Background: an optimization exercise with open tools, aiming at small area. Do not read the settings as production practice. In this exercise RTL edits were held to simulation tests only and were not proved equivalent to the original. Power figures rest on the tool's default switching activity, not on a simulated workload.

[design/flow/standard.sh]
#!/bin/bash
# synth_recipe.tcl (not shown) runs the flow's synth.tcl, then flattens the netlist and writes it again
# the make line also repeats each setting of config.mk as NAME=value (left out here)
make -C /OpenROAD-flow-scripts/flow DESIGN_CONFIG=/design/flow/config.mk WORK_HOME=/design/flow/orfs CLKGATE_MAP_FILE= SYNTH_SCRIPT=/design/flow/synth_recipe.tcl "${@:-finish}"
[design/flow/flow/run.sh]
#!/bin/bash
# Standard layout, with the port buffers made from the smallest buffer cell and a clock
# tree of clkbuf_8 sink clusters without dummy loads.
set -euo pipefail
bash standard.sh \
  BUFFER_PORTS_ARGS="-buffer_cell sky130_fd_sc_hd__buf_1" \
  CTS_ARGS="-sink_clustering_enable -repair_clock_nets -dont_use_dummy_load -buf_list sky130_fd_sc_hd__clkbuf_8 -sink_clustering_size 18 -sink_clustering_max_diameter 80" \
  finish > standard.log 2>&1
[design/flow/config.mk]
export PLATFORM = sky130hd
export DESIGN_NAME = unflatten_stream
export DESIGN_NICKNAME = unflatten_stream
export VERILOG_FILES = /design/flow/design.v
export SDC_FILE = /design/flow/constraint.sdc
export NUM_CORES = 4
export LEC_CHECK = 0
export CAP_MARGIN = 20
export CORE_AREA = 5 5 715 715
export DIE_AREA = 0 0 720 720
export PLACE_DENSITY = 0.8
export SLEW_MARGIN = 20
[design/flow/constraint.sdc]
create_clock -name core_clock -period 5.0 [get_ports {clk}]
set_input_delay 1.0000 -clock core_clock [delete_from_list [all_inputs] [get_ports {clk}]]
set_output_delay 1.0000 -clock core_clock [all_outputs]
set_load 0.01 [all_outputs]
[design/flow/design.v]
package cnn_pkg;
  localparam int DATA_W = 16;
  localparam int COLS   = 11;
  localparam int ROWS   = 11;
endpackage
module grid_index_counter #(
  parameter  int N  = cnn_pkg::COLS * cnn_pkg::ROWS,
  localparam int IW = (N > 1) ? $clog2(N) : 1
) (
  input  logic          clk,
  input  logic          clear,
  input  logic          advance,
  output logic          last_idx
);
  logic [IW-1:0] idx;
  always_ff @(posedge clk) begin
    if (advance) idx <= clear ? IW'(1) : idx + 1'b1;
    else if (clear) idx <= '0;
  end
  assign last_idx = ((idx & IW'(N - 1)) == IW'(N - 1));
endmodule
module unflatten_stream #(
  parameter int DATA_W = cnn_pkg::DATA_W,
  parameter int COLS   = cnn_pkg::COLS,
  parameter int ROWS   = cnn_pkg::ROWS
) (
  input  logic                     clk,
  input  logic                     rst_n,
  input  logic                     start,
  input  logic                     in_valid,
  output logic                     in_ready,
  input  logic signed [DATA_W-1:0] in_data,
  input  logic                     in_last,
  output logic [COLS*ROWS*DATA_W-1:0] grid_out,
  output logic                     frame_valid,
  input  logic                     frame_ack,
  output logic                     busy,
  output logic                     len_err
);
  localparam int N  = COLS * ROWS;
  localparam int GW = N * DATA_W;
  logic fill_q;    
  logic hold_q;    
  logic accept;
  logic clear;
  logic last_idx;
  logic final_elem;
  assign in_ready    = fill_q;
  assign busy        = fill_q;
  assign frame_valid = hold_q;
  assign accept     = in_valid & fill_q;
  assign clear      = start & (~hold_q | frame_ack);
  assign final_elem = last_idx & ~start & (N != 1);
  grid_index_counter #(
    .N (N)
  ) u_index (
    .clk      (clk),
    .clear    (clear),
    .advance  (accept),
    .last_idx (last_idx)
  );
  always_ff @(posedge clk or negedge rst_n) begin
    if (!rst_n) begin
      fill_q  <= 1'b0;
      hold_q  <= 1'b0;
      len_err <= 1'b0;
    end else if (fill_q) begin
      if (accept) begin
        if (final_elem) begin
          fill_q  <= 1'b0;
          hold_q  <= 1'b1;
          len_err <= len_err | ~in_last;
        end else if (in_last) begin
          fill_q  <= 1'b0;
          len_err <= 1'b1;
        end
      end
    end else if (hold_q) begin
      if (frame_ack) begin
        hold_q <= 1'b0;
        if (start) begin
          fill_q  <= 1'b1;
          len_err <= 1'b0;
        end
      end
    end else if (start) begin
      fill_q  <= 1'b1;
      len_err <= 1'b0;
    end
  end
  always_ff @(posedge clk) begin
    if (accept) grid_out <= {in_data, grid_out[GW-1:DATA_W]};
  end
endmodule
==> results of run 1 <==
synthesized netlist by cell type:
library cell,number
a22oi_1,1
ha_1,1
o21bai_1,1
o211ai_1,1
nor2_1,3
or4_1,1
nand2_1,4
nand3_2,1
edfxtp_1,1943
nor2b_1,1
xor2_1,2
o21ai_1,1
dfrtp_1,3
buf_4,1
and3_1,1
a21oi_1,3
inv_2,1
or3_1,2
xnor2_1,1
nand3_1,3
o31ai_1,2
o21ai_0,3
inv_1,3
nand2b_1,2
through the flow:
step | instance area, um2 | power, mW
finish | 76900 | 27.8
global route | 76900 | 29.0
CTS | 76800 | 28.2
detailed placement | 74900 | 20.9
global placement | 74900 | 20.8
floorplan | 58700 | 20.1
final cells by class:
type | count | area (um2) | share of cell area, %
Clock buffer | 138 | 1900 | 2.47
Multi-Input combinational cell | 34 | 224 | 0.291
Antenna cell | 9 | 22.5 | 0.0293
Tap cell | 6681 | 8360 | 10.9
Sequential cell | 1946 | 58400 | 76.0
Timing Repair Buffer | 2011 | 7900 | 10.3
Inverter | 4 | 41.3 | 0.0537
kinds of logic (layout without fill, tap and decap cells):
kind of cell | Yosys count | in the layout | share of synthesized area [%]
xor+xnor | 3 | 3 | 0.0448
other cells | 0 | 9 | 0
buf+inv | 5 | 2153 | 0.0384
fa+ha+maj | 1 | 1 | 0.0213
simple gates | 18 | 18 | 0.164
compound gates | 12 | 12 | 0.124
flops | 1946 | 1946 | 99.6
registers in the layout, indices dropped and copies added, names as in the netlist:
name,cells
fill_q,1
hold_q,1
u_index.idx,7
grid_out,1936
len_err,1
layer usage:
layer,vias to the layer above,part of all wire (%),wire [um]
li1,12300,-,-
met1,15500,30,65700
met2,2052,53,116000
met3,334,11,22800
met4,10,5.6,12200
met5,-,0.043,94
where the power goes:
| part | internal [mW] | leakage, nW | total (mW) | switching, mW |
|---|---|---|---|---|
| Sequential | 18.7 | 15.0 | 19.1 | 0.440 |
| Clock | 2.49 | 0.992 | 7.29 | 4.80 |
| Combinational | 0.245 | 2.73 | 1.35 | 1.11 |
| Total | 21.4 | 18.7 | 27.8 | 6.35 |
final timing paths:
| kind | start | to | slack (ps) |
|---|---|---|---|
| max | fill_q | busy | 1900 |
| min | in_data[12] | grid_out[1932] | 270 |
| max reg2reg | fill_q | grid_out[1181] | 2510 |
| min reg2reg | grid_out[67] | grid_out[51] | 390 |
| max in group asynchronous | rst_n | len_err | 4370 |
| min in group asynchronous | rst_n | fill_q | 420 |
==> reports/metrics.yaml, run 1 <==
final_cells: 10800
hold_depth: 1
syn_inst: 1985
final_util_pct: 15.3
cts_resized: 0
clock_latency_ps: 940
die_width_um: 720
avgViaCountPerCell: 2.78
num_vias: 30100
fp.coreArea_mm2: 0.502
initial_core_util_pct: 11.7
rsz0062_at_grt: "false"
hold_viol: 0
nFillCells: 54700
syn_area_mm2: 0.0587
cts.sinks: 1946
yosysTopAreaCell: "edfxtp_1"
drt-initial-drc-count: 3070
gp_congestion: 0.965
first_pass_iters: 6
cts_buffer_depth: 4
worstPathRequired_ps: 4000
use_met1_pct: 7.32
grt_busiest_layer: "met2"
max_freq_ghz: 0.323
routedWlPerCell_um: 20.0
drive_above_1_share_pct: 4.77
ant_nets: 0
critical_path_class: "flip-flop to output pin"
ys_top_cells_by_area: "edfxtp_1 (99%), dfrtp_1 (0.13%), xor2_1 (0.030%), a21oi_1 (0.026%), nand3_1 (0.026%)"
p_leak_nw: 18.7
ys_ff_latch: 1946
gr-usage-met3_pct: 2.67
numCtsBuffers: 138
postCtsSetupRepairBufs: 0
nets: 4158
ys_types: 24
first_global_vias: 29800
drt_wl_total_um: 217000
grt_usage_pct: 7.72
slew_violations: 0
finalCriticalPeriod_ps: 3100
period_share_pct: 61.9
synth_seq_area_share_pct: 99.6
critPathArrivalTime_ps: 2100
crit_chain: "buf_1"
post-place-ws_ps: 1990
hold_ws_ps: 272
root_buffer: "clkbuf_8"
syn_area_per_cell_um2: 29.5
setup_ws_ps: 1900
rows: 260
p_per_area_mw_per_mm2: 361
crit_path_max_incr_delay_ps: 600
fp.dieH_um: 720
ctsHoldBuffers: 3
yosysWarnings: 2
slowest_stage: "buf_1"
die_area_mm2: 0.518
layout_common_cells: "buf_1 (1952), edfxtp_1 (1943), clkbuf_8 (138)"
synth_nets: 2008
start_kind: "flip-flop"
clock-skew-final_ps: 124
synth_top_cell_area_share_pct: 99.5
htreeDepth: 4
worstMarginPinSlew_ps: 1020
antenna_found_initial: 33
cp_top_family: "buffers and inverters"
grt_pass1_wl_um: 277000
io_buffer_count: 1961
grt_start_max_net_pins: 156
relSlewSlack_pct: 31.9
max-cap-violations: 0
reg2regPathDepth: 3
mostFrequentLayoutCell: "buf_1"
grt-ovfl-total: 0
crit_path_end_kind: "output pin"
hp-class: "input pin to flip-flop"
cts_tree: "done"
peakVddDrop_uv: 326
setup_viol: 0
path_buf_inv: 1
dp_hpwl_um: 173000
clkSlewWorstSetupHoldPaths_ps: 110
critical_path_depth: 1
drc: 0
fin_tns_setup_ps: 0
dp.cells: 10700
grt_use_met2_pct: 14.6
io_pins: 1962
outcome: "no timing/DRC/antenna violations"
crit_fanout: 6
area_delta_synth_final_pct: 31.1
==> run 2, diff against run 1 <==
==> design/flow/flow/run.sh (replaced) <==
#!/bin/bash
# Standard layout, with the port buffers made from the smallest buffer cell and a clock
# tree of clkbuf_8 sink clusters without dummy loads.
set -euo pipefail
bash standard.sh \
  BUFFER_PORTS_ARGS="-buffer_cell sky130_fd_sc_hd__buf_1" \
  CTS_ARGS="-sink_clustering_enable -repair_clock_nets -dont_use_dummy_load -buf_list sky130_fd_sc_hd__clkbuf_8 -sink_clustering_size 18 -sink_clustering_max_diameter 120" \
  finish > standard.log 2>&1
==> run 2 against run 1 <==
  * Die area is the same
  * Non-clock buffer count grew 11
  * Via count grew 0.30%
  * Count of clock-buffer cells in the layout shrank 15
  * Critical path depth is the same
  * Still clean
  * Combinational power is essentially flat
  * Register-to-register slack gained 50 ps
==> reports/metrics.yaml, run 2 <==
cts_buffer_depth: 4
ant_nets: 0
grt-ovfl-total: 0
wl_met2_um: 116000
reg2regPathDepth: 4
crit_fanout: 2
rr_endpoint: "grid_out[969]"
postPlaceCellArea_mm2: 0.0749
endpoint: "grid_out[1923]"
num_vias: 30200
routedWlPerCell_um: 19.9
synth_nets: 2008
relSlewSlack_pct: 32.6
synth_edf_count: 1943
setup_viol: 0
numCtsBuffers: 123
dp_hpwl_um: 173000
fin_tns_setup_ps: 0
drt-met1-wl_um: 65600
area_delta_synth_final_pct: 30.9
avgViaCountPerCell: 2.79
die_area_mm2: 0.518
critical_path_depth: 1
path_buf_inv: 1
worstMarginPinSlew_ps: 1010
postCtsSetupRepairBufs: 0
root_buffer: "clkbuf_8"
ys_ff_latch: 1946
multi_input_area_um2: 224
synth_top_cell_area_share_pct: 99.5
async_reset_ff_share_pct: 0.154
rr_startpoint: "fill_q"
critical_path_class: "flip-flop to output pin"
reg.largest.list: "grid_out: 1936 flops, u_index.idx: 7 flops"
period_share_pct: 63.0
synth_seq_area_share_pct: 99.6
grt_start_max_net_pins: 156
hp-class: "input pin to flip-flop"
nets: 4154
r2r_slack_ps: 2560
slowest_stage: "buf_1"
syn_area_mm2: 0.0587
rows: 260
synth_ff_type: "edfxtp_1"
htreeDepth: 3
routed-wl-met3_um: 21500
grt_pass1_wl_um: 276000
final_util_pct: 15.3
drive_above_1_share_pct: 4.41
yosysWarnings: 2
top_layer_used: "met5"
fp.dieH_um: 720
ys_types: 24
finalCriticalPeriod_ps: 3150
syn_inst: 1985
hold_viol: 0
syn_area_per_cell_um2: 29.5
ys_top_cells_by_area: "edfxtp_1 (99%), dfrtp_1 (0.13%), xor2_1 (0.030%), a21oi_1 (0.026%), nand3_1 (0.026%)"
crit_chain: "buf_1"
p_per_area_mw_per_mm2: 356
p_leak_nw: 18.7
drt-initial-drc-count: 3124
clock_latency_ps: 980
yosysTopAreaCell: "edfxtp_1"
crit_path_end_kind: "output pin"
critPathArrivalTime_ps: 2150
clkSlewWorstSetupHoldPaths_ps: 100
first_global_vias: 29700
cts_tree: "done"
peakVddDrop_uv: 295
cp_top_family: "buffers and inverters"
clock-skew-final_ps: 117
first_pass_iters: 6
drc: 0
fp.coreArea_mm2: 0.502
io_buffer_count: 1961
mostFrequentLayoutCell: "buf_1"
crit_path_max_incr_delay_ps: 600
max_freq_ghz: 0.318
worstPathRequired_ps: 4000
initial_core_util_pct: 11.7
power_mw: 27.3
layout_common_cells: "buf_1 (1952), edfxtp_1 (1943), clkbuf_8 (123)"
io_pins: 1962
outcome: "no timing/DRC/antenna violations"
rsz0062_at_grt: "false"
critical_path.startpoint: "grid_out[1923]"
drt_wl_total_um: 215000
largest_reg_flops: 1936
cts.sinks: 1946
stdcell_area_mm2: 0.0768
die_width_um: 720
regMostFlops: "grid_out"
nFillCells: 54700
grt_usage_pct: 7.67
start_kind: "flip-flop"
antenna_found_initial: 33
synth_commonest_cells: "edfxtp_1 (1943), nand2_1 (4)"
max-cap-violations: 0
regArea_mm2: 0.0584
post-synth-top-count-cell: "edfxtp_1"
gp_congestion: 0.965
slew_violations: 0
==> run 2: cell counts after synthesis <==
Identical to the previous run, type by type.
==> run 2: logic make-up after synthesis <==
family / Yosys count / share of synthesized area [%]
AOI/OAI and AO/OA: 12 / 0.124
xor gates and xnor gates: 3 / 0.0448
adders and majority gates: 1 / 0.0213
buffers and inverters: 5 / 0.0384
DFF: 1946 / 99.6
and+or+nand+nor: 18 / 0.164
==> run 2: area by class of cell <==
cell class	count	area share [%]
Multi-Input combinational cell	34	0.292
Antenna cell	10	0.0326
Sequential cell	1946	76.1
Clock buffer	123	2.21
Inverter	4	0.0538
Tap cell	6681	10.9
Timing Repair Buffer	2022	10.4
==> run 2: metal layers <==
layer / track usage [%] / vias up
met3: 2.31 / 308
met2: 14.6 / 2107
met1: 7.36 / 15500
met5: 0 / -
met4: 3.89 / 4
li1: - / 12300
==> run 2: per-stage QoR <==
stage	cells	worst slack [ps]	hold WS [ps]
after CTS	10800	1540	0.461
after floorplan	1985	-1210	499
after global placement	10700	2040	428
final	10800	1850	196
after global routing	10800	1700	48.6
after detailed placement	10700	1990	430
==> run 2: where the power goes <==
group | internal (mW) | switching (mW)
sequential | 18.7 | 0.444
combinational | 0.251 | 1.11
clock | 2.20 | 4.63
total | 21.1 | 6.18
==> run 2: repair_timing <==
item	in CTS	in global routing
endpoints found under the hold margin	16	0
hold buffers	14	0
resized for setup	0	0
==> run 2: how the worst min path moves through the flow <==
stage	cells past startpoint	start	slack, ps	to
after floorplan	0	grid_out[16]	500	grid_out[0]
after global placement	0	grid_out[495]	430	grid_out[479]
after detailed placement	0	grid_out[1402]	430	grid_out[1386]
after CTS	1	in_data[3]	0.5	grid_out[1923]
after global routing	1	in_data[3]	50	grid_out[1923]
final	1	in_data[3]	200	grid_out[1923]
==> run 3, diff against run 2 <==
==> design/flow/flow/run.sh (replaced) <==
#!/bin/bash
# Standard layout, with the port buffers made from the smallest buffer cell and a clock
# tree of clkbuf_8 sink clusters without dummy loads.
set -euo pipefail
bash standard.sh \
  BUFFER_PORTS_ARGS="-buffer_cell sky130_fd_sc_hd__buf_1" \
  CTS_ARGS="-sink_clustering_enable -repair_clock_nets -dont_use_dummy_load -buf_list sky130_fd_sc_hd__clkbuf_8 -sink_clustering_size 20 -sink_clustering_max_diameter 60" \
  finish > standard.log 2>&1
==> run 3 against run 2 <==
  * Largest cell class unchanged
  * Sequential share of layout area shrank 0.24 points
  * Area after synthesis stayed put
  * Sequential power about the same
  * Count of clock-buffer cells in the layout grew 22
  * Combinational power about the same
  * Core utilization is essentially flat
  * Critical path depth stayed put
  * Still clean
  * Register-to-register slack got worse by 50 ps
  * Clock power is 7.9% higher
  * Clock skew up 19 ps
==> reports/metrics.yaml, run 3 <==
area_delta_synth_final_pct: 31.3
rows: 260
num_vias: 30400
largest_reg_flops: 1936
dp_hpwl_um: 173000
yosysWarnings: 2
io_buffer_count: 1961
synth_ff_type: "edfxtp_1"
start_kind: "flip-flop"
post-synth-top-count-cell: "edfxtp_1"
antenna_found_initial: 37
setup_viol: 0
rr_startpoint: "fill_q"
async_reset_ff_share_pct: 0.154
syn_area_per_cell_um2: 29.5
outcome: "no timing/DRC/antenna violations"
rsz0062_at_grt: "false"
clock_latency_ps: 960
rr_endpoint: "grid_out[1181]"
peakVddDrop_uv: 276
drt_wl_total_um: 216000
reg2regPathDepth: 3
period_share_pct: 60.9
drt-initial-drc-count: 3165
drc: 0
crit_path_max_incr_delay_ps: 590
r2r_slack_ps: 2510
syn_area_mm2: 0.0587
hp-class: "input pin to flip-flop"
cts_buffer_depth: 4
p_per_area_mw_per_mm2: 362
cts.sinks: 1946
grt_usage_pct: 7.69
grt-ovfl-total: 0
htreeDepth: 4
nets: 4171
first_pass_iters: 5
syn_inst: 1985
critical_path_depth: 1
postCtsSetupRepairBufs: 0
reg.largest.list: "grid_out: 1936 flops, u_index.idx: 7 flops"
synth_nets: 2008
max-cap-violations: 0
final_cells: 10800
regMostFlops: "grid_out"
die_width_um: 720
grt_start_max_net_pins: 156
yosysTopAreaCell: "edfxtp_1"
p_leak_nw: 18.8
worstPathRequired_ps: 4000
critical_path_class: "flip-flop to output pin"
relSlewSlack_pct: 31.6
cts_tree: "done"
first_global_vias: 29800
initial_core_util_pct: 11.7
endpoint: "grid_out[1923]"
crit_fanout: 2
root_buffer: "clkbuf_8"
slowest_stage: "buf_1"
final_util_pct: 15.3
max_freq_ghz: 0.328
io_pins: 1962
path_buf_inv: 1
ys_ff_latch: 1946
gp_congestion: 0.965
cp_top_family: "buffers and inverters"
ys_top_cells_by_area: "edfxtp_1 (99%), dfrtp_1 (0.13%), xor2_1 (0.030%), a21oi_1 (0.026%), nand3_1 (0.026%)"
postPlaceCellArea_mm2: 0.0749
dp.cells: 10700
finalCriticalPeriod_ps: 3050
grt_pass1_wl_um: 276000
mostFrequentLayoutCell: "buf_1"
drive_above_1_share_pct: 4.92
crit_path_end_kind: "output pin"
clock-skew-final_ps: 136
ant_nets: 0
hold_viol: 0
synth_top_cell_area_share_pct: 99.5
stdcell_area_mm2: 0.0770
crit_chain: "buf_1"
fp.dieH_um: 720
ys_types: 24
die_area_mm2: 0.518
synth_seq_area_share_pct: 99.6
avgViaCountPerCell: 2.80
fp.coreArea_mm2: 0.502
clkSlewWorstSetupHoldPaths_ps: 110
critical_path.startpoint: "grid_out[1923]"
worstMarginPinSlew_ps: 1030
numCtsBuffers: 145
critPathArrivalTime_ps: 2050
routedWlPerCell_um: 19.9
layout_common_cells: "buf_1 (1952), edfxtp_1 (1943), clkbuf_8 (145)"
synth_edf_count: 1943
synth_commonest_cells: "edfxtp_1 (1943), nand2_1 (4)"
slew_violations: 0
## run 3: cell families after synthesis
logic type               after synthesis  synth area share, %
AO/OA/AOI/OAI                         12                0.124
buffers and inverters                  5               0.0384
adder cells (fa/ha/maj)                1               0.0213
XOR/XNOR                               3               0.0448
AND/OR/NAND/NOR                       18                0.164
flip-flops                          1946                 99.6
## run 3: repair_timing
action	CTS	global route
resized for setup	0	0
hold buffers	9	0
endpoints found under the hold margin	11	0
## run 3: final cells by class
type | count | area (um2)
Timing Repair Buffer | 2017 | 7960
Tap cell | 6681 | 8360
Multi-Input combinational cell | 34 | 224
Inverter | 4 | 41.3
Fill cell | 54700 | 425000
Sequential cell | 1946 | 58400
Clock buffer | 145 | 2000
Antenna cell | 7 | 17.5
## run 3: worst min-delay path by stage
stage / start / end / slack (ps) / depth (start not counted)
CTS: in_data[1] / grid_out[1921] / 4 / 1
detailed placement: grid_out[1402] / grid_out[1386] / 430 / 0
global route: in_data[7] / grid_out[1927] / 70 / 1
floorplan: grid_out[16] / grid_out[0] / 500 / 0
global placement: grid_out[495] / grid_out[479] / 430 / 0
finish: in_data[7] / grid_out[1927] / 260 / 1
## run 3: worst register-to-register path, delay by kind of cell (launching register included)
kind,cells,cell delay (ps)
AND/OR/NAND/NOR,1,130
flip-flops,1,550
buffers and inverters,2,1160
## run 3: routing by layer
| metal | track usage (%) | vias to the layer above | routed length, um |
|---|---|---|---|
| met5 | 0 | - | 91 |
| met3 | 2.48 | 371 | 22000 |
| li1 | - | 12300 | - |
| met4 | 3.98 | 14 | 12700 |
| met2 | 14.7 | 2146 | 116000 |
| met1 | 7.27 | 15500 | 65200 |
## run 3: where the power goes
group | internal [mW] | switching (mW)
registers | 18.7 | 0.441
logic | 0.248 | 1.11
clock network | 2.61 | 4.75
## run 3: stage by stage
step                total power [mW]  setup TNS [ps]  setup slack (ps)  hold slack, ps
floorplan                       20.1        -1133320             -1210             499
detailed placement              20.9               0              1990             430
CTS                             28.3               0              1610            4.27
global route                    29.0               0              1750            66.5
finish                          27.8               0              1950             260
global placement                20.8               0              2040             428
==> run 4, diff against run 3 <==
==> design/flow/flow/run.sh (replaced) <==
#!/bin/bash
# Standard layout, with the port buffers made from the smallest buffer cell and a clock
# tree of clkbuf_8 sink clusters without dummy loads.
set -euo pipefail
bash standard.sh \
  BUFFER_PORTS_ARGS="-buffer_cell sky130_fd_sc_hd__buf_1" \
  CTS_ARGS="-sink_clustering_enable -repair_clock_nets -dont_use_dummy_load -buf_list sky130_fd_sc_hd__clkbuf_8 -sink_clustering_size 17 -sink_clustering_max_diameter 100" \
  finish > standard.log 2>&1
--- a/design/flow/config.mk
+++ b/design/flow/config.mk
@@ -7,2 +7,3 @@
 export LEC_CHECK = 0
+export ABC_AREA = 1
 export CAP_MARGIN = 20
@@ -10,2 +11,3 @@
 export DIE_AREA = 0 0 720 720
+export GPL_TIMING_DRIVEN = 0
 export PLACE_DENSITY = 0.8
==> run 4 against run 3 <==
  * Critical path depth is 6 higher
  * Via count is 1.2% lower
  * Sequential share of layout area is 0.11 points lower
  * Synthesized cell count is 0.81% higher
  * Clock skew hardly changed
  * First-iteration DRC count is 0.35% lower
  * Register-to-register slack worse by 2200 ps
  * Cell count hardly changed
  * Highest routed layer unchanged
==> reports/metrics.yaml, run 4 <==
grt_pass1_wl_um: 280000
stdcell_area_mm2: 0.0771
grt_usage_pct: 7.87
syn_inst: 2001
htreeDepth: 4
rsz0062_at_grt: "false"
worstHoldEndpoint: "grid_out[1921]"
dp_hpwl_um: 175000
largest_reg_flops: 1936
synth_top_cell_area_share_pct: 99.4
ant_nets: 0
p_clk_share_pct: 26.8
clkSlewWorstSetupHoldPaths_ps: 120
yosysWarnings: 2
cts.sinks: 1946
critPathArrivalTime_ps: 5240
crit_fanout: 166
first_global_vias: 29700
io_pins: 1962
layout_common_cells: "buf_1 (1956), edfxtp_1 (1943), clkbuf_8 (150)"
outcome: "no timing/DRC/antenna violations"
clock-skew-final_ps: 135
critical_path_class: "flip-flop to flip-flop"
max-cap-violations: 0
cts_buffer_depth: 4
grt-ovfl-total: 0
syn_area_mm2: 0.0587
p_seq_share_pct: 67.7
setup_viol: 0
p_int_mw: 21.9
drc: 0
worstPathRequired_ps: 5550
drive_above_1_share_pct: 4.30
peakVddDrop_uv: 271
first_pass_iters: 5
nFillCells: 54600
drt_wl_total_um: 220000
drt-initial-drc-count: 3154
cp_common_cell: "buf_16"
synth_ff_type: "edfxtp_1"
numCtsBuffers: 150
area_delta_synth_final_pct: 31.4
fp.dieH_um: 720
clock_latency_ps: 950
postCtsSetupRepairBufs: 0
p_sw_mw: 6.78
hold_start: "in_data[1]"
synth_nets: 2024
slew_violations: 0
reg.largest.list: "grid_out: 1936 flops, u_index.idx: 7 flops"
ys_types: 19
gp_congestion: 0.922
ys_ff_latch: 1946
fp.coreArea_mm2: 0.502
reg2regPathDepth: 7
cts_resized: 0
cts_tree: "done"
postPlaceCellArea_mm2: 0.0749
die_area_mm2: 0.518
crit_path_max_incr_delay_ps: 560
syn_area_per_cell_um2: 29.3
hold_depth: 1
hp-class: "input pin to flip-flop"
p_comb_share_pct: 5.5
final_util_pct: 15.4
relSlewSlack_pct: 29.6
p_per_area_mw_per_mm2: 371
hold_viol: 0
slowest_stage: "dfrtp_1"
worstMarginPinSlew_ps: 1060
ys_top_cells_by_area: "edfxtp_1 (99%), dfrtp_1 (0.13%), nand2_1 (0.090%), a21oi_1 (0.060%), inv_1 (0.051%)"
root_buffer: "clkbuf_8"
rr_endpoint: "grid_out[828]"
period_share_pct: 93.8
initial_core_util_pct: 11.7
rr_startpoint: "fill_q"
io_buffer_count: 1961
synth_edf_count: 1943
grt_start_max_net_pins: 193
crit_chain: "nand2_8 > inv_16 > buf_16 > buf_16 > buf_16 > buf_16 > buf_16"
rows: 260
power_mw: 28.6
yosysTopAreaCell: "edfxtp_1"
regMostFlops: "grid_out"
synth_commonest_cells: "edfxtp_1 (1943), nand2_1 (14), inv_1 (8)"
mostFrequentLayoutCell: "buf_1"
routedWlPerCell_um: 20.3
cp_top_family: "buffers and inverters"
path_buf_inv: 6
crit_path_end_kind: "flip-flop"
die_width_um: 720
async_reset_ff_share_pct: 0.154
start_kind: "flip-flop"
p_leak_nw: 18.8
nets: 4169
avgViaCountPerCell: 2.77
antenna_found_initial: 20
num_vias: 30000
r2r_slack_ps: 310
synth_seq_area_share_pct: 99.5
finalCriticalPeriod_ps: 4690
sw_frac_of_total_pct: 23.7
max_freq_ghz: 0.213
post-synth-top-count-cell: "edfxtp_1"
run 4: how the worst max path moves through the flow:
stage,slack (ps),start,cells past startpoint,end
floorplan,-580,in_valid,2,grid_out[0]
global placement,-3310,in_valid,3,grid_out[1314]
detailed placement,-490,in_valid,8,grid_out[1314]
CTS,190,fill_q,7,grid_out[855]
global route,150,fill_q,7,grid_out[855]
finish,310,fill_q,7,grid_out[828]
run 4: layout make-up:
| type | count | area [um2] | share of cell area (%) |
|---|---|---|---|
| Sequential cell | 1946 | 58400 | 75.7 |
| Tap cell | 6681 | 8360 | 10.8 |
| Timing Repair Buffer | 1993 | 7950 | 10.3 |
| Clock buffer | 150 | 2060 | 2.68 |
| Multi-Input combinational cell | 45 | 251 | 0.326 |
| Inverter | 9 | 50.0 | 0.0649 |
| Antenna cell | 12 | 30.0 | 0.0389 |
| Buffer | 1 | 7.51 | 0.00973 |
run 4: power by group through the flow:
stage,sequential [mW],clock [mW],combinational (mW)
floorplan,20.0,0,0.475
global placement,20.1,0,1.48
detailed placement,19.8,0,1.59
CTS,19.4,8.16,1.59
global route,19.5,8.75,1.68
finish,19.4,7.67,1.57
run 4: per-stage QoR:
stage          instances   TNS, ps  setup slack, ps  hold WS (ps)
3_3_place_gp       10600  -4878050            -3310           428
5_1_grt            10800         0              152           120
2_1_floorplan       2001  -1127450             -581           499
3_5_place_dp       10700    -77080             -491           430
6_report           10800         0              311           332
4_1_cts            10800         0              193          61.6
run 4: kinds of logic after synthesis:
kind of cell	synth area share [%]
compound gates	0.126
flops	99.5
buf+inv	0.0703
fa+ha+maj	0.0213
simple gates	0.258
run 4: what timing repair did:
action | in CTS | in global routing
hold endpoints to repair | 18 | 0
hold buffers | 16 | 0
endpoints found under the setup margin | 0 | 138
run 4: worst register-to-register path, cell delays in order, from the launching register on:
cell	delay [ps]
dfrtp_1	560
nand2_8	120
inv_16	310
buf_16	380
buf_16	560
buf_16	610
buf_16	750
buf_16	610
run 4: metal layers:
metal	up-vias	part of all wire, %	global-route usage [%]
met5	-	0.017	0
met2	1900	54	15.0
met1	15500	32	7.75
met3	313	8.8	2.26
met4	6	5.1	3.74
li1	12300	-	-
==> run 5, diff against run 4 <==
--- a/design/flow/config.mk
+++ b/design/flow/config.mk
@@ -7,3 +7,2 @@
 export LEC_CHECK = 0
-export ABC_AREA = 1
 export CAP_MARGIN = 20
==> run 5 against run 4 <==
  * Highest routed layer unchanged
  * Final area shrank 0.11%
  * Core utilization is essentially flat
  * First-iteration DRC count down 2.0%
  * Combinational power is 15% lower
  * Sequential power hardly changed
  * Count of clock-buffer cells in the layout shrank 4
  * Sequential share of layout area is 0.086 points higher
  * Now fails the layout checks on antenna rules
  * Area after synthesis barely moved
  * Wire length decreased by 2.9%
  * Clock skew is 31 ps lower
  * Worst hold slack got worse by 79 ps
  * Critical path type unchanged
  * Cell count fell by 0.12%
==> reports/metrics.yaml, run 5 <==
worstMarginPinSlew_ps: 986
path_buf_inv: 7
outcome: "finished with violations"
die_area_mm2: 0.518
first_pass_iters: 6
syn_area_mm2: 0.0587
critPathArrivalTime_ps: 5370
drc: 0
p_sw_mw: 6.42
post-synth-top-count-cell: "edfxtp_1"
relSlewSlack_pct: 34.3
drive_above_1_share_pct: 4.17
power_mw: 28.0
synth_ff_type: "edfxtp_1"
slowest_stage: "bufbuf_16"
clkSlewWorstSetupHoldPaths_ps: 100
slew_violations: 0
largest_reg_flops: 1936
cts.sinks: 1946
grt-ovfl-total: 0
avgViaCountPerCell: 2.75
p_clk_share_pct: 26.9
reg.largest.list: "grid_out: 1936 flops, u_index.idx: 7 flops"
finalCriticalPeriod_ps: 4820
synth_seq_area_share_pct: 99.6
postPlaceCellArea_mm2: 0.0748
crit_fanout: 167
cp_top_family: "buffers and inverters"
syn_area_per_cell_um2: 29.5
dp.cells: 10600
regMostFlops: "grid_out"
crit_chain: "nand2_8 > inv_16 > buf_16 > buf_16 > buf_16 > buf_16 > buf_16 > bufbuf_16"
p_leak_nw: 18.8
setup_ws_ps: 180
htreeDepth: 4
period_share_pct: 96.4
drt-initial-drc-count: 3091
antenna_found_initial: 27
io_pins: 1962
numCtsBuffers: 146
peakVddDrop_uv: 291
rsz0062_at_grt: "false"
grt_pass1_wl_um: 274000
num_vias: 29800
final_util_pct: 15.3
sw_frac_of_total_pct: 22.9
p_comb_share_pct: 4.8
async_reset_ff_share_pct: 0.154
crit_path_end_kind: "flip-flop"
nets: 4146
fp.coreArea_mm2: 0.502
ant_nets: 1
max_freq_ghz: 0.207
stdcell_area_mm2: 0.0770
violations: "antenna rules"
synth_edf_count: 1943
first_global_vias: 29500
gp_congestion: 0.916
worstPathRequired_ps: 5550
cts_buffer_depth: 4
grt_start_max_net_pins: 178
cp_common_cell: "buf_16"
p_seq_share_pct: 68.4
ys_top_cells_by_area: "edfxtp_1 (99%), dfrtp_1 (0.13%), xor2_1 (0.030%), a21oi_1 (0.026%), nand3_1 (0.026%)"
ys_ff_latch: 1946
synth_commonest_cells: "edfxtp_1 (1943), nand2_1 (4)"
crit_path_max_incr_delay_ps: 670
cts_resized: 0
final_cells: 10800
initial_core_util_pct: 11.7
yosysWarnings: 2
clock-skew-final_ps: 104
synth_top_cell_area_share_pct: 99.5
hold_viol: 0
max-cap-violations: 0
io_buffer_count: 1961
die_width_um: 720
root_buffer: "clkbuf_8"
yosysTopAreaCell: "edfxtp_1"
routedWlPerCell_um: 19.7
fp.dieH_um: 720
clock_latency_ps: 940
synth_nets: 2008
dp_hpwl_um: 170000
hp-class: "input pin to flip-flop"
start_kind: "flip-flop"
drt_wl_total_um: 214000
area_delta_synth_final_pct: 31.4
p_per_area_mw_per_mm2: 363
p_int_mw: 21.6
critical_path_class: "flip-flop to flip-flop"
rows: 260
ys_types: 24
mostFrequentLayoutCell: "buf_1"
setup_viol: 0
fin_tns_setup_ps: 0
layout_common_cells: "buf_1 (1955), edfxtp_1 (1943), clkbuf_8 (146)"
syn_inst: 1985
grt_usage_pct: 7.64
hold_ws_ps: 252
postCtsSetupRepairBufs: 0
post-place-ws_ps: -1130
cts_tree: "done"
-- run 5: changes by cell type after synthesis, moves of 3 or more --
cell     previous run  this run
a21oi_1             7         3
inv_1               8         3
nand2_1            14         4
nor2_1              6         3
-- run 5: final timing paths --
check	startpoint	to	slack, ps	cells after the start
worst max-delay path	fill_q	grid_out[1457]	180	8
worst min-delay path	in_data[12]	grid_out[1932]	250	1
worst max register to register	fill_q	grid_out[1457]	180	8
worst min register to register	grid_out[1011]	grid_out[995]	360	0
max in group asynchronous	rst_n	hold_q	4350	2
min in group asynchronous	rst_n	len_err	480	2
-- run 5: kinds of logic after synthesis --
group / Yosys count / share of synthesized area, %
buffers and inverters: 5 / 0.0384
adders and majority gates: 1 / 0.0213
DFF: 1946 / 99.6
xor gates and xnor gates: 3 / 0.0448
AOI/OAI and AO/OA: 12 / 0.124
and+or+nand+nor: 18 / 0.164
-- run 5: cell type report --
type	count	area, um2
fillers	54600	425000
flip-flops and latches	1946	58400
well taps	6681	8360
repair buffers	1990	7940
clock buffers	146	2010
multi-input cells	34	224
diodes	22	55.1
inverters	4	31.3
plain buffers	1	7.51
-- run 5: timing repair --
action,4_1_cts,5_1_grt
hold buffers,13,0
hold endpoints to repair,15,0
setup endpoints to repair,193,193
cloned,2,1
-- run 5: power by group through the flow --
stage	combinational [mW]	sequential, mW	clock (mW)
global placement	1.25	19.8	0
floorplan	0.408	19.7	0
finish	1.34	19.1	7.52
global route	1.42	19.2	8.60
detailed placement	1.33	19.5	0
CTS	1.35	19.2	7.99
-- run 5: layer usage --
metal	share of wire [%]	global-route usage (%)	vias to the layer above
met5	0.013	0	-
met4	5.3	3.67	4
met3	9.8	2.35	270
met2	54	14.6	2012
met1	31	7.37	15200
li1	-	-	12300
==> run 6, diff against run 5 <==
--- a/design/flow/config.mk
+++ b/design/flow/config.mk
@@ -10,4 +10,3 @@
 export DIE_AREA = 0 0 720 720
-export GPL_TIMING_DRIVEN = 0
-export PLACE_DENSITY = 0.8
+export PLACE_DENSITY = 0.9
 export SLEW_MARGIN = 20
==> run 6 against run 5 <==
  * Now clean on timing, DRC and antenna
  * Cell count rose by 0.31%
  * Combinational power rose by 6%
  * Die area did not move
  * Setup slack improved by 1800 ps
  * First-iteration DRC count rose by 6.6%
  * Maximum frequency rose by 58%
  * Core utilization barely moved
  * Area after synthesis did not move
  * Global-route usage rose by 0.47 points
  * Critical endpoint is now busy
  * Clock power fell by 0.9%
==> reports/metrics.yaml, run 6 <==
outcome: "no timing/DRC/antenna violations"
path_buf_inv: 1
rsz0062_at_grt: "false"
p_per_area_mw_per_mm2: 363
endpoint: "busy"
die_area_mm2: 0.518
mostFrequentLayoutCell: "buf_1"
die_width_um: 720
worstPathRequired_ps: 4000
crit_chain: "buf_1"
rr_startpoint: "fill_q"
setup_ws_ps: 1950
slowest_stage: "dfrtp_1"
max-cap-violations: 0
period_share_pct: 61.0
ys_ff_latch: 1946
syn_area_per_cell_um2: 29.5
crit_path_end_kind: "output pin"
relSlewSlack_pct: 21.7
rr_endpoint: "grid_out[1854]"
setup_viol: 0
nets: 4195
cts_tree: "done"
critical_path_class: "flip-flop to output pin"
hold_viol: 0
post-place-ws_ps: 2010
critical_path_depth: 1
htreeDepth: 4
avgViaCountPerCell: 2.81
drt_wl_total_um: 226000
gp_congestion: 0.978
initial_core_util_pct: 11.7
syn_area_mm2: 0.0587
cts_resized: 0
clock_latency_ps: 900
fp.coreArea_mm2: 0.502
regArea_mm2: 0.0584
multi_input_area_um2: 224
nFillCells: 54600
critical_path.startpoint: "fill_q"
cp_top_family: "flip-flops"
grt_pass1_wl_um: 289000
clkSlewWorstSetupHoldPaths_ps: 110
cts.sinks: 1946
peakVddDrop_uv: 319
p_leak_nw: 19.0
drt-initial-drc-count: 3296
ctsHoldBuffers: 12
numCtsBuffers: 144
max_freq_ghz: 0.328
dp_hpwl_um: 181000
largest_reg_flops: 1936
synth_seq_area_share_pct: 99.6
postCtsSetupRepairBufs: 0
async_reset_ff_share_pct: 0.154
reg2regPathDepth: 4
drive_above_1_share_pct: 5.40
io_buffer_count: 1961
drc: 0
hp-class: "input pin to flip-flop"
finalCriticalPeriod_ps: 3050
io_pins: 1962
synth_edf_count: 1943
crit_path_max_incr_delay_ps: 570
antenna_found_initial: 37
grt_start_max_net_pins: 118
post-synth-top-count-cell: "edfxtp_1"
critPathArrivalTime_ps: 2050
ant_nets: 0
cts_buffer_depth: 4
area_delta_synth_final_pct: 31.7
r2r_slack_ps: 2300
slew_violations: 0
syn_inst: 1985
clock-skew-final_ps: 86.9
yosysWarnings: 2
synth_commonest_cells: "edfxtp_1 (1943), nand2_1 (4)"
synth_nets: 2008
fp.dieH_um: 720
regMostFlops: "grid_out"
power_mw: 28.0
reg.largest.list: "grid_out: 1936 flops, u_index.idx: 7 flops"
rows: 260
fin_tns_setup_ps: 0
layout_common_cells: "buf_1 (1952), edfxtp_1 (1943), clkbuf_8 (144)"
synth_ff_type: "edfxtp_1"
worstMarginPinSlew_ps: 1170
first_pass_iters: 5
start_kind: "flip-flop"
grt_usage_pct: 8.12
routedWlPerCell_um: 20.8
ys_types: 24
root_buffer: "clkbuf_8"
ys_top_cells_by_area: "edfxtp_1 (99%), dfrtp_1 (0.13%), xor2_1 (0.030%), a21oi_1 (0.026%), nand3_1 (0.026%)"
synth_top_cell_area_share_pct: 99.5
first_global_vias: 30200
crit_fanout: 6
grt-ovfl-total: 0
yosysTopAreaCell: "edfxtp_1"
num_vias: 30500
## run 6: worst min path at each step
stage,start,endpoint,slack (ps),depth (start not counted)
2_1_floorplan,grid_out[16],grid_out[0],500,0
3_3_place_gp,grid_out[1482],grid_out[1466],430,0
3_5_place_dp,grid_out[1614],grid_out[1598],430,0
4_1_cts,in_data[6],grid_out[1926],10,1
5_1_grt,in_data[3],grid_out[1923],90,1
6_report,in_data[3],grid_out[1923],250,1
## run 6: cell type report
type | count | share of cell area, %
repair buffers | 2042 | 10.6
multi-input cells | 34 | 0.290
diodes | 7 | 0.0227
well taps | 6681 | 10.8
inverters | 4 | 0.0534
flip-flops and latches | 1946 | 75.6
clock buffers | 144 | 2.57
## run 6: kinds of logic (layout without fill, tap and decap cells)
kind of cell               count (synthesis)  count (layout)  share of synthesized area (%)
adders and majority gates                  1               1                         0.0213
buffers and inverters                      5            2190                         0.0384
AOI/OAI and AO/OA                         12              12                          0.124
and+or+nand+nor                           18              18                          0.164
xor gates and xnor gates                   3               3                         0.0448
other                                      0               7                              0
DFF                                     1946            1946                           99.6
## run 6: per-layer routing
metal	wire length (um)	track usage, %	share of wire (%)
met1	70300	7.92	31
met2	122000	15.5	54
met3	21400	2.33	9.5
met4	12600	4.09	5.6
met5	13	0	0.0057
## run 6: per-stage QoR
| stage | hold slack, ps | util, % | std cells | instance area (um2) |
|---|---|---|---|---|
| 4_1_cts | 13.9 | 15.4 | 10900 | 77200 |
| 5_1_grt | 90.7 | 15.4 | 10900 | 77300 |
| 6_report | 254 | 15.4 | 10900 | 77300 |
| 3_5_place_dp | 429 | 15.0 | 10700 | 75100 |
| 3_3_place_gp | 426 | 15.0 | 10700 | 75100 |
| 2_1_floorplan | 499 | - | 1985 | 58700 |
## run 6: power by group
group	switching [mW]	total (mW)	leakage [nW]	internal (mW)
registers	0.469	19.1	15.0	18.7
clock network	4.85	7.45	1.04	2.60
logic	1.13	1.42	2.89	0.288
total	6.45	28.0	19.0	21.6
==> run 7, diff against run 6 <==
--- a/design/flow/config.mk
+++ b/design/flow/config.mk
@@ -10,3 +10,3 @@
 export DIE_AREA = 0 0 720 720
-export PLACE_DENSITY = 0.9
+export PLACE_DENSITY = 0.8
 export SLEW_MARGIN = 20
==> run 7 against run 6 <==
  * Cell count shrank 0.35%
  * Maximum frequency grew 0.38%
  * Still clean
  * Wire length shrank 4.5%
  * Highest routed layer unchanged
  * Combinational power shrank 4%
  * Sequential cell count is the same
  * Critical path type unchanged
  * Power shrank 1.0%
==> reports/metrics.yaml, run 7 <==
setup_ws_ps: 1960
clkSlewWorstSetupHoldPaths_ps: 100
regMostFlops: "grid_out"
cts_buffer_depth: 4
grt-ovfl-total: 0
crit_chain: "buf_1"
post-synth-top-count-cell: "edfxtp_1"
die_area_mm2: 0.518
clock_latency_ps: 930
htreeDepth: 4
fp.dieH_um: 720
largest_reg_flops: 1936
ys_ff_latch: 1946
drive_above_1_share_pct: 4.77
slew_violations: 0
critPathArrivalTime_ps: 2040
grt_start_max_net_pins: 156
synth_commonest_cells: "edfxtp_1 (1943), nand2_1 (4)"
sw_frac_of_total_pct: 22.7
io_pins: 1962
synth_nets: 2008
path_buf_inv: 1
max_freq_ghz: 0.329
syn_area_per_cell_um2: 29.5
crit_fanout: 2
finalCriticalPeriod_ps: 3040
p_clk_share_pct: 26.1
p_sw_mw: 6.31
max-cap-violations: 0
start_kind: "flip-flop"
synth_edf_count: 1943
clock-skew-final_ps: 77.2
power_mw: 27.7
ant_nets: 0
p_comb_share_pct: 4.9
die_width_um: 720
relSlewSlack_pct: 31.8
syn_inst: 1985
mostFrequentLayoutCell: "buf_1"
cp_top_family: "buffers and inverters"
initial_core_util_pct: 11.7
rsz0062_at_grt: "false"
fp.coreArea_mm2: 0.502
drt_wl_total_um: 216000
p_leak_nw: 18.7
root_buffer: "clkbuf_8"
yosysTopAreaCell: "edfxtp_1"
reg.largest.list: "grid_out: 1936 flops, u_index.idx: 7 flops"
io_buffer_count: 1961
synth_seq_area_share_pct: 99.6
first_global_vias: 29800
area_delta_synth_final_pct: 31.0
synth_top_cell_area_share_pct: 99.5
gp_congestion: 0.965
antenna_found_initial: 34
async_reset_ff_share_pct: 0.154
drt-initial-drc-count: 3195
crit_path_end_kind: "output pin"
period_share_pct: 60.8
hp-class: "input pin to flip-flop"
p_per_area_mw_per_mm2: 361
avgViaCountPerCell: 2.80
nFillCells: 54700
numCtsBuffers: 138
worstMarginPinSlew_ps: 1020
postCtsSetupRepairBufs: 0
setup_viol: 0
critical_path_class: "flip-flop to output pin"
syn_area_mm2: 0.0587
p_int_mw: 21.4
p_seq_share_pct: 69.0
layout_common_cells: "buf_1 (1952), edfxtp_1 (1943), clkbuf_8 (138)"
cts.sinks: 1946
synth_ff_type: "edfxtp_1"
crit_path_max_incr_delay_ps: 610
rows: 260
num_vias: 30300
outcome: "no timing/DRC/antenna violations"
cts_tree: "done"
nets: 4156
ys_top_cells_by_area: "edfxtp_1 (99%), dfrtp_1 (0.13%), xor2_1 (0.030%), a21oi_1 (0.026%), nand3_1 (0.026%)"
routedWlPerCell_um: 20.0
peakVddDrop_uv: 293
hold_viol: 0
grt_usage_pct: 7.70
worstPathRequired_ps: 4000
drc: 0
ys_types: 24
grt_pass1_wl_um: 277000
slowest_stage: "buf_1"
post-place-ws_ps: 1990
yosysWarnings: 2
dp_hpwl_um: 173000
first_pass_iters: 5
## run 7: routing by layer
| metal | vias to the layer above | track usage (%) | routed length, um |
|---|---|---|---|
| met5 | - | 0 | 41 |
| met4 | 6 | 3.92 | 12200 |
| met3 | 341 | 2.31 | 21800 |
| met2 | 2167 | 14.7 | 116000 |
| met1 | 15500 | 7.41 | 65800 |
| li1 | 12300 | - | - |
## run 7: layout make-up
cell class	instances	area, um2	area share (%)
clock buffers	138	1900	2.47
diodes	8	20.0	0.0261
flip-flops and latches	1946	58400	76.0
repair buffers	2009	7880	10.3
multi-input cells	34	224	0.291
inverters	4	41.3	0.0537
well taps	6681	8360	10.9
## run 7: path summary, 6_finish.rpt
path | start | to | slack, ps | cells past startpoint
setup / recovery | grid_out[1923] | grid_out[1923] | 1960 | 1
max in group asynchronous | rst_n | len_err | 4330 | 2
hold / removal | in_data[12] | grid_out[1932] | 250 | 1
setup reg to reg | fill_q | grid_out[1774] | 2550 | 3
hold reg to reg | grid_out[598] | grid_out[582] | 390 | 0
min in group asynchronous | rst_n | fill_q | 480 | 2
## run 7: power groups by stage
stage	combinational [mW]	sequential [mW]	clock (mW)
floorplan	0.408	19.7	0
global placement	1.35	19.5	0
detailed placement	1.38	19.5	0
CTS	1.38	19.1	7.65
global route	1.43	19.2	8.26
finish	1.36	19.1	7.25
## run 7: logic make-up (layout without fill, tap and decap cells)
kind of cell / count (synthesis) / count (layout) / synth area share, %
xor+xnor: 3 / 3 / 0.0448
simple gates: 18 / 18 / 0.164
flops: 1946 / 1946 / 99.6
fa+ha+maj: 1 / 1 / 0.0213
buf+inv: 5 / 2151 / 0.0384
other cells: 0 / 8 / 0
compound gates: 12 / 12 / 0.124
## run 7: metrics by stage
stage	utilization (%)	cells	setup TNS, ps	area (um2)	hold slack, ps
global placement	14.9	10700	0	74900	428
CTS	15.3	10800	0	76800	15.1
global route	15.3	10800	0	76800	89.4
floorplan	-	1985	-1133320	58700	499
detailed placement	14.9	10700	0	74900	430
finish	15.3	10800	0	76800	250
## run 7: timing repair
action / CTS / global route
endpoints found under the setup margin: 0 / 0
hold buffers: 1 / 0
resized for setup: 0 / 0
hold endpoints to repair: 3 / 0
==> run 8, diff against run 7 <==
--- a/design/flow/config.mk
+++ b/design/flow/config.mk
@@ -8,4 +8,4 @@
 export CAP_MARGIN = 20
-export CORE_AREA = 5 5 715 715
-export DIE_AREA = 0 0 720 720
+export CORE_AREA = 5 5 595 595
+export DIE_AREA = 0 0 600 600
 export PLACE_DENSITY = 0.8
==> run 8 against run 7 <==
  * Area after synthesis did not move
  * Synthesized cell count did not move
  * Count of clock-buffer cells in the layout rose by 2
  * Clock power barely moved
  * Sequential power barely moved
  * Worst hold slack got worse by 0.96 ps
  * Non-clock buffer count fell by 4
  * Cell count fell by 19%
  * First-iteration DRC count rose by 29%
  * Die area fell by 31%
  * Critical path type unchanged
  * Critical endpoint is now grid_out[934]
  * Largest cell class unchanged
==> reports/metrics.yaml, run 8 <==
syn_area_per_cell_um2: 29.5
routedWlPerCell_um: 24.2
syn_inst: 1985
area_delta_synth_final_pct: 26.6
cts_tree: "done"
synth_edf_count: 1943
crit_path_end_kind: "output pin"
ant_nets: 0
rr_endpoint: "grid_out[909]"
rsz0062_at_grt: "false"
hold_viol: 0
ys_top_cells_by_area: "edfxtp_1 (99%), dfrtp_1 (0.13%), xor2_1 (0.030%), a21oi_1 (0.026%), nand3_1 (0.026%)"
yosysTopAreaCell: "edfxtp_1"
nets: 4154
slowest_stage: "edfxtp_1"
clock_latency_ps: 910
die_width_um: 600
grt_pass1_wl_um: 266000
worstPathRequired_ps: 4000
reg2regPathDepth: 4
p_per_area_mw_per_mm2: 374
synth_top_cell_area_share_pct: 99.5
critical_path_class: "flip-flop to output pin"
fp.coreArea_mm2: 0.346
cp_top_family: "flip-flops"
max-cap-violations: 0
post-synth-top-count-cell: "edfxtp_1"
syn_area_mm2: 0.0587
antenna_found_initial: 6
drt-initial-drc-count: 4112
regMostFlops: "grid_out"
final_util_pct: 21.4
outcome: "no timing/DRC/antenna violations"
fp.dieH_um: 600
crit_path_max_incr_delay_ps: 770
nFillCells: 35900
crit_chain: "buf_1"
setup_viol: 0
peakVddDrop_uv: 325
postCtsSetupRepairBufs: 0
path_buf_inv: 1
io_pins: 1962
reg.largest.list: "grid_out: 1936 flops, u_index.idx: 7 flops"
avgViaCountPerCell: 3.48
synth_seq_area_share_pct: 99.6
worstHoldEndpoint: "grid_out[1924]"
grt-ovfl-total: 0
rr_startpoint: "fill_q"
grt_start_max_net_pins: 164
drc: 0
worstMarginPinSlew_ps: 1070
relSlewSlack_pct: 28.9
synth_commonest_cells: "edfxtp_1 (1943), nand2_1 (4)"
p_leak_nw: 18.8
num_vias: 30300
clkSlewWorstSetupHoldPaths_ps: 100
slew_violations: 0
root_buffer: "clkbuf_8"
drive_above_1_share_pct: 4.82
stdcell_area_mm2: 0.0743
grt_usage_pct: 10.7
crit_fanout: 2
synth_ff_type: "edfxtp_1"
htreeDepth: 4
layout_common_cells: "buf_1 (1948), edfxtp_1 (1943), clkbuf_8 (140)"
numCtsBuffers: 140
die_area_mm2: 0.360
gp_congestion: 0.933
hold_start: "in_data[4]"
hp-class: "input pin to flip-flop"
r2r_slack_ps: 2530
io_buffer_count: 1961
ys_ff_latch: 1946
largest_reg_flops: 1936
cts.sinks: 1946
drt_wl_total_um: 211000
mostFrequentLayoutCell: "buf_1"
first_pass_iters: 7
rows: 216
clock-skew-final_ps: 90.3
critPathArrivalTime_ps: 2120
ys_types: 24
period_share_pct: 62.5
async_reset_ff_share_pct: 0.154
finalCriticalPeriod_ps: 3120
cts_buffer_depth: 4
dp_hpwl_um: 166000
postPlaceCellArea_mm2: 0.0723
initial_core_util_pct: 16.9
fin_tns_setup_ps: 0
first_global_vias: 29000
hold_depth: 1
synth_nets: 2008
max_freq_ghz: 0.320
power_mw: 27.7
start_kind: "flip-flop"
yosysWarnings: 2
## run 8: cell counts after synthesis
No cell type changed its count.
## run 8: what timing repair did
| action | 4_1_cts | 5_1_grt |
|---|---|---|
| endpoints found under the hold margin | 3 | 0 |
| resized for setup | 0 | 0 |
| hold buffers | 1 | 0 |
## run 8: area by class of cell
cell class	instances	area [um2]	share of cell area [%]
antenna	6	15.0	0.0202
clock buffer	140	1930	2.59
inverter	4	41.3	0.0556
multi-input combinational	34	224	0.302
sequential	1946	58400	78.7
tap	4578	5730	7.71
timing repair buffer	2005	7920	10.7
## run 8: worst max-delay path by stage
stage,startpoint,to,cells after the start
finish,grid_out[934],grid_out[934],1
global route,grid_out[934],grid_out[934],1
CTS,grid_out[934],grid_out[934],1
detailed placement,in_valid,grid_out[1799],4
global placement,in_valid,grid_out[1760],4
floorplan,in_valid,u_index.idx[5],4
## run 8: logic make-up (layout without fill, tap and decap cells)
group / Yosys count / after routing / synth area share [%]
adder cells (fa/ha/maj): 1 / 1 / 0.0213
flip-flops: 1946 / 1946 / 99.6
AO/OA/AOI/OAI: 12 / 12 / 0.124
other: 0 / 6 / 0
buffers and inverters: 5 / 2149 / 0.0384
AND/OR/NAND/NOR: 18 / 18 / 0.164
XOR/XNOR: 3 / 3 / 0.0448
## run 8: routing by layer
| metal | global-route usage (%) | share of wire, % |
|---|---|---|
| met3 | 3.29 | 9.9 |
| met2 | 20.3 | 54 |
| met5 | 0 | 0.0062 |
| met1 | 9.96 | 29 |
| met4 | 6.22 | 6.6 |
## run 8: power by group
part,switching [mW],internal (mW)
combinational,1.10,0.257
clock,4.73,2.53
sequential,0.444,18.7
total,6.28,21.5
## run 8: metrics by stage
step	hold slack [ps]	setup slack [ps]	cells
final	249	1880	8713
after global routing	89.7	1590	8708
after CTS	54.5	1440	8707
after floorplan	499	-1210	1985
after global placement	427	1940	8566
after detailed placement	430	1900	8566
==> run 9, diff against run 8 <==
--- a/design/flow/config.mk
+++ b/design/flow/config.mk
@@ -8,4 +8,4 @@
 export CAP_MARGIN = 20
-export CORE_AREA = 5 5 595 595
-export DIE_AREA = 0 0 600 600
+export CORE_AREA = 5 5 515 515
+export DIE_AREA = 0 0 520 520
 export PLACE_DENSITY = 0.8
==> run 9 against run 8 <==
  * The run now fails in I/O pin placement (3_2_place_iop)
  * Area after synthesis is the same
  * Synthesized cell count is the same
==> reports/metrics.yaml, run 9 <==
die_width_um: 520
haltStage: "I/O pin placement (3_2_place_iop)"
first-error: "[ERROR PPL-0024] Number of IO pins (1962) exceeds maximum number of available positions (1882). Increase the die perimeter from 2080.00um to 2668.32um."
synth_edf_count: 1943
ys_types: 24
async_reset_ff_share_pct: 0.154
rows: 187
syn_area_mm2: 0.0587
ys_top_cells_by_area: "edfxtp_1 (99%), dfrtp_1 (0.13%), xor2_1 (0.030%), a21oi_1 (0.026%), nand3_1 (0.026%)"
syn_inst: 1985
yosysWarnings: 2
fp.dieH_um: 520
syn_area_per_cell_um2: 29.5
synth_ff_type: "edfxtp_1"
post-synth-top-count-cell: "edfxtp_1"
synth_top_cell_area_share_pct: 99.5
synth_commonest_cells: "edfxtp_1 (1943), nand2_1 (4)"
yosysTopAreaCell: "edfxtp_1"
synth_nets: 2008
ys_ff_latch: 1946
synth_seq_area_share_pct: 99.6
outcome: "stopped before the end"
initial_core_util_pct: 22.6
-- run 9: cell counts after synthesis --
Identical to the previous run, type by type.
-- run 9: cells by family after synthesis --
| group | after synthesis | share of synthesized area [%] |
|---|---|---|
| flip-flops | 1946 | 99.6 |
| AND/OR/NAND/NOR | 18 | 0.164 |
| AO/OA/AOI/OAI | 12 | 0.124 |
| buffers and inverters | 5 | 0.0384 |
| XOR/XNOR | 3 | 0.0448 |
| adder cells (fa/ha/maj) | 1 | 0.0213 |
==> run 10, diff against run 9 <==
==> design/flow/flow/run.sh (replaced) <==
#!/bin/bash
# Standard layout, with the port buffers made from the smallest buffer cell and a clock
# tree of clkbuf_8 sink clusters without dummy loads.
set -euo pipefail
bash standard.sh \
  BUFFER_PORTS_ARGS="-buffer_cell sky130_fd_sc_hd__buf_1" \
  CTS_ARGS="-sink_clustering_enable -repair_clock_nets -dont_use_dummy_load -buf_list sky130_fd_sc_hd__clkbuf_8 -sink_clustering_size 18 -sink_clustering_max_diameter 100" \
  finish > standard.log 2>&1
--- a/design/flow/config.mk
+++ b/design/flow/config.mk
@@ -8,5 +8,5 @@
 export CAP_MARGIN = 20
-export CORE_AREA = 5 5 515 515
-export DIE_AREA = 0 0 520 520
-export PLACE_DENSITY = 0.8
+export CORE_AREA = 5 5 715 715
+export DIE_AREA = 0 0 720 720
+export PLACE_DENSITY = 0.95
 export SLEW_MARGIN = 20
==> run 10 against run 9 <==
  * Now clean on timing, DRC and antenna
  * Synthesized cell count stayed put
  * Area after synthesis stayed put
==> reports/metrics.yaml, run 10 <==
start_kind: "flip-flop"
post-synth-top-count-cell: "edfxtp_1"
die_area_mm2: 0.518
stdcell_area_mm2: 0.0771
yosysWarnings: 2
post-place-ws_ps: 1800
num_vias: 30600
antenna_found_initial: 30
cts_resized: 0
regMostFlops: "grid_out"
path_buf_inv: 1
cts_buffer_depth: 4
crit_path_end_kind: "output pin"
largest_reg_flops: 1936
numCtsBuffers: 142
setup_viol: 0
syn_area_mm2: 0.0587
fp.coreArea_mm2: 0.502
p_per_area_mw_per_mm2: 363
p_leak_nw: 18.8
ys_top_cells_by_area: "edfxtp_1 (99%), dfrtp_1 (0.13%), xor2_1 (0.030%), a21oi_1 (0.026%), nand3_1 (0.026%)"
async_reset_ff_share_pct: 0.154
mostFrequentLayoutCell: "buf_1"
first_global_vias: 30000
synth_ff_type: "edfxtp_1"
worstPathRequired_ps: 4000
regArea_mm2: 0.0584
clock-skew-final_ps: 113
peakVddDrop_uv: 295
yosysTopAreaCell: "edfxtp_1"
setup_ws_ps: 1730
htreeDepth: 4
dp_hpwl_um: 188000
relSlewSlack_pct: 21.8
multi_input_area_um2: 224
drt_wl_total_um: 234000
gp_congestion: 0.987
initial_core_util_pct: 11.7
nets: 4166
crit_chain: "buf_1"
clock_latency_ps: 950
syn_area_per_cell_um2: 29.5
hold_viol: 0
hp-class: "input pin to flip-flop"
rsz0062_at_grt: "false"
max_freq_ghz: 0.306
critPathArrivalTime_ps: 2270
crit_path_max_incr_delay_ps: 820
synth_commonest_cells: "edfxtp_1 (1943), nand2_1 (4)"
io_pins: 1962
layout_common_cells: "buf_1 (1949), edfxtp_1 (1943), clkbuf_8 (142)"
cp_top_family: "buffers and inverters"
fin_tns_setup_ps: 0
clkSlewWorstSetupHoldPaths_ps: 110
area_delta_synth_final_pct: 31.4
synth_top_cell_area_share_pct: 99.5
nFillCells: 54500
rows: 260
synth_nets: 2008
die_width_um: 720
grt_usage_pct: 8.40
drive_above_1_share_pct: 5.00
grt_pass1_wl_um: 297000
reg.largest.list: "grid_out: 1936 flops, u_index.idx: 7 flops"
max-cap-violations: 0
drt-initial-drc-count: 3322
synth_edf_count: 1943
power_mw: 28.0
ys_ff_latch: 1946
syn_inst: 1985
cts.sinks: 1946
critical_path_class: "flip-flop to output pin"
grt_start_max_net_pins: 179
period_share_pct: 65.3
synth_seq_area_share_pct: 99.6
root_buffer: "clkbuf_8"
worstMarginPinSlew_ps: 1170
outcome: "no timing/DRC/antenna violations"
routedWlPerCell_um: 21.6
fp.dieH_um: 720
hold_depth: 1
hold_ws_ps: 236
reg2regPathDepth: 4
ys_types: 24
grt-ovfl-total: 0
finalCriticalPeriod_ps: 3270
drc: 0
critical_path_depth: 1
ant_nets: 0
first_pass_iters: 5
cts_tree: "done"
crit_fanout: 2
slew_violations: 0
postPlaceCellArea_mm2: 0.0750
avgViaCountPerCell: 2.82
io_buffer_count: 1961
slowest_stage: "buf_1"
==> run 10: layout make-up <==
type | instances | area share, %
diodes | 15 | 0.0487
clock buffers | 142 | 2.54
inverters | 4 | 0.0536
multi-input cells | 34 | 0.291
flip-flops and latches | 1946 | 75.8
well taps | 6681 | 10.8
repair buffers | 2015 | 10.4
==> run 10: per-stage QoR <==
| step | cells | utilization (%) |
|---|---|---|
| after CTS | 10800 | 15.3 |
| final | 10800 | 15.4 |
| after floorplan | 1985 | - |
| after global placement | 10700 | 14.9 |
| after global routing | 10800 | 15.4 |
| after detailed placement | 10700 | 14.9 |
==> run 10: cells by family (layout without fill, tap and decap cells) <==
group / count (synthesis) / in the layout / synth area share, %
compound gates: 12 / 12 / 0.124
xor+xnor: 3 / 3 / 0.0448
fa+ha+maj: 1 / 1 / 0.0213
buf+inv: 5 / 2161 / 0.0384
flops: 1946 / 1946 / 99.6
other cells: 0 / 15 / 0
simple gates: 18 / 18 / 0.164
==> run 10: power breakdown <==
group | switching (mW) | total [mW] | internal, mW
clock | 4.90 | 7.45 | 2.56
combinational | 1.13 | 1.39 | 0.259
sequential | 0.476 | 19.2 | 18.7
total | 6.51 | 28.0 | 21.5
==> run 10: what timing repair did <==
action                                 CTS  global route
endpoints found under the hold margin    6             0
buffers inserted                         0             0
hold buffers                             4             0
==> run 10: final timing paths <==
path | startpoint | to | slack (ps)
max | grid_out[279] | grid_out[279] | 1730
min | in_data[3] | grid_out[1923] | 240
max reg2reg | fill_q | grid_out[1693] | 2120
min reg2reg | grid_out[406] | grid_out[390] | 410
max in group asynchronous | rst_n | fill_q | 4360
min in group asynchronous | rst_n | hold_q | 460
==> run 10: layer usage <==
metal  vias to the layer above  track usage (%)  part of all wire (%)  routed length [um]
met2                      2244             16.6                    56              131000
met1                     15700             7.67                    29               67900
li1                      12300                -                     -                   -
met5                         -                0                 0.023                  55
met3                       328             2.43                   9.7               22800
met4                         8             4.14                   5.6               13100
==> run 11, diff against run 10 <==
--- a/design/flow/config.mk
+++ b/design/flow/config.mk
@@ -10,3 +10,3 @@
 export DIE_AREA = 0 0 720 720
-export PLACE_DENSITY = 0.95
+export PLACE_DENSITY = 0.8
 export SLEW_MARGIN = 20
==> run 11 against run 10 <==
  * Still clean
  * Non-clock buffer count up 6
  * Setup slack better by 130 ps
  * Power is 2.5% lower
==> reports/metrics.yaml, run 11 <==
outcome: "no timing/DRC/antenna violations"
routedWlPerCell_um: 19.9
postCtsSetupRepairBufs: 0
nets: 4153
hold_start: "in_data[3]"
syn_inst: 1985
root_buffer: "clkbuf_8"
area_delta_synth_final_pct: 30.9
first_global_vias: 29700
grt_pass1_wl_um: 276000
synth_edf_count: 1943
finalCriticalPeriod_ps: 3140
synth_top_cell_area_share_pct: 99.5
p_leak_nw: 18.7
clkSlewWorstSetupHoldPaths_ps: 100
yosysTopAreaCell: "edfxtp_1"
crit_chain: "buf_1"
fp.coreArea_mm2: 0.502
slowest_stage: "buf_1"
fp.dieH_um: 720
mostFrequentLayoutCell: "buf_1"
hp-class: "input pin to flip-flop"
reg.largest.list: "grid_out: 1936 flops, u_index.idx: 7 flops"
max_freq_ghz: 0.319
io_pins: 1962
crit_path_max_incr_delay_ps: 590
use_met1_pct: 7.36
numCtsBuffers: 123
critical_path_class: "flip-flop to output pin"
die_width_um: 720
io_buffer_count: 1961
gr-usage-met3_pct: 2.36
grt_use_met2_pct: 14.6
die_area_mm2: 0.518
drt-initial-drc-count: 3091
initial_core_util_pct: 11.7
cp_top_family: "buffers and inverters"
clock_latency_ps: 980
syn_area_per_cell_um2: 29.5
rr_startpoint: "fill_q"
synth_seq_area_share_pct: 99.6
clock-skew-final_ps: 92.9
htreeDepth: 3
rsz0062_at_grt: "false"
yosysWarnings: 2
slew_violations: 0
path_buf_inv: 1
grt-ovfl-total: 0
synth_nets: 2008
ant_nets: 0
hold_ws_ps: 196
start_kind: "flip-flop"
critPathArrivalTime_ps: 2140
synth_commonest_cells: "edfxtp_1 (1943), nand2_1 (4)"
rows: 260
crit_path_end_kind: "output pin"
gp_congestion: 0.965
cts_buffer_depth: 4
worstPathRequired_ps: 4000
worstMarginPinSlew_ps: 1020
regMostFlops: "grid_out"
max-cap-violations: 0
peakVddDrop_uv: 326
final_cells: 10800
drive_above_1_share_pct: 4.41
critical_path.startpoint: "grid_out[1923]"
first_pass_iters: 5
antenna_found_initial: 33
p_per_area_mw_per_mm2: 356
grt_busiest_layer: "met2"
synth_ff_type: "edfxtp_1"
dp.cells: 10700
num_vias: 30300
ys_top_cells_by_area: "edfxtp_1 (99%), dfrtp_1 (0.13%), xor2_1 (0.030%), a21oi_1 (0.026%), nand3_1 (0.026%)"
grt_usage_pct: 7.68
ys_types: 24
ys_ff_latch: 1946
post-synth-top-count-cell: "edfxtp_1"
crit_fanout: 2
dp_hpwl_um: 173000
cts_resized: 0
hold_viol: 0
async_reset_ff_share_pct: 0.154
avgViaCountPerCell: 2.80
grt_start_max_net_pins: 156
period_share_pct: 62.8
layout_common_cells: "buf_1 (1952), edfxtp_1 (1943), clkbuf_8 (123)"
largest_reg_flops: 1936
cts_tree: "done"
setup_viol: 0
drc: 0
drt_wl_total_um: 215000
syn_area_mm2: 0.0587
relSlewSlack_pct: 31.8
cts.sinks: 1946
nFillCells: 54700
-- run 11: cell types whose count changed in the layout (fill, tap and decap cells not counted) --
| cell | delta |
|---|---|
| clkbuf_8 | -19 |
| buf_12 | -9 |
| dlygate4sd3_1 | +9 |
| diode_2 | -4 |
| buf_1 | +3 |
| buf_4 | +3 |
| buf_16 | +1 |
| clkbuf_2 | -1 |
-- run 11: layout make-up --
class | count | area, um2 | area share, %
multi-input combinational | 34 | 224 | 0.292
clock buffer | 123 | 1690 | 2.21
inverter | 4 | 41.3 | 0.0538
timing repair buffer | 2021 | 8000 | 10.4
sequential | 1946 | 58400 | 76.1
tap | 6681 | 8360 | 10.9
antenna | 11 | 27.5 | 0.0359
-- run 11: kinds of logic (layout without fill, tap and decap cells) --
| group | after synthesis | after routing | share of synthesized area (%) |
|---|---|---|---|
| compound gates | 12 | 12 | 0.124 |
| xor+xnor | 3 | 3 | 0.0448 |
| fa+ha+maj | 1 | 1 | 0.0213 |
| buf+inv | 5 | 2148 | 0.0384 |
| flops | 1946 | 1946 | 99.6 |
| other cells | 0 | 11 | 0 |
| simple gates | 18 | 18 | 0.164 |
-- run 11: final timing paths --
path	end	slack, ps	cells after the start
worst max-delay path	grid_out[1923]	1860	1
worst min-delay path	grid_out[1923]	200	1
worst max register to register	grid_out[1120]	2560	4
worst min register to register	grid_out[679]	380	0
max in group asynchronous	hold_q	4410	2
min in group asynchronous	fill_q	400	2
-- run 11: power by group --
part | internal [mW] | switching [mW]
sequential | 18.7 | 0.442
clock | 2.19 | 4.62
combinational | 0.250 | 1.11
total | 21.1 | 6.18
-- run 11: repair_timing --
item | 4_1_cts | 5_1_grt
endpoints found under the hold margin | 15 | 0
setup endpoints to repair | 0 | 0
hold buffers | 13 | 0
-- run 11: per-stage QoR --
stage / power, mW / utilization, % / worst slack, ps / setup TNS [ps] / cell area [um2]
after detailed placement: 20.9 / 14.9 / 1990 / 0 / 74900
after global placement: 20.8 / 14.9 / 2040 / 0 / 74900
after floorplan: 20.1 / - / -1210 / -1133320 / 58700
after global routing: 28.4 / 15.3 / 1700 / 0 / 76700
final: 27.3 / 15.3 / 1860 / 0 / 76800
after CTS: 27.7 / 15.3 / 1540 / 0 / 76700
-- run 11: routing by layer --
metal,up-vias,routed length (um)
met4,4,12700
met2,2141,116000
li1,12300,-
met3,329,21500
met5,-,46
met1,15600,65500
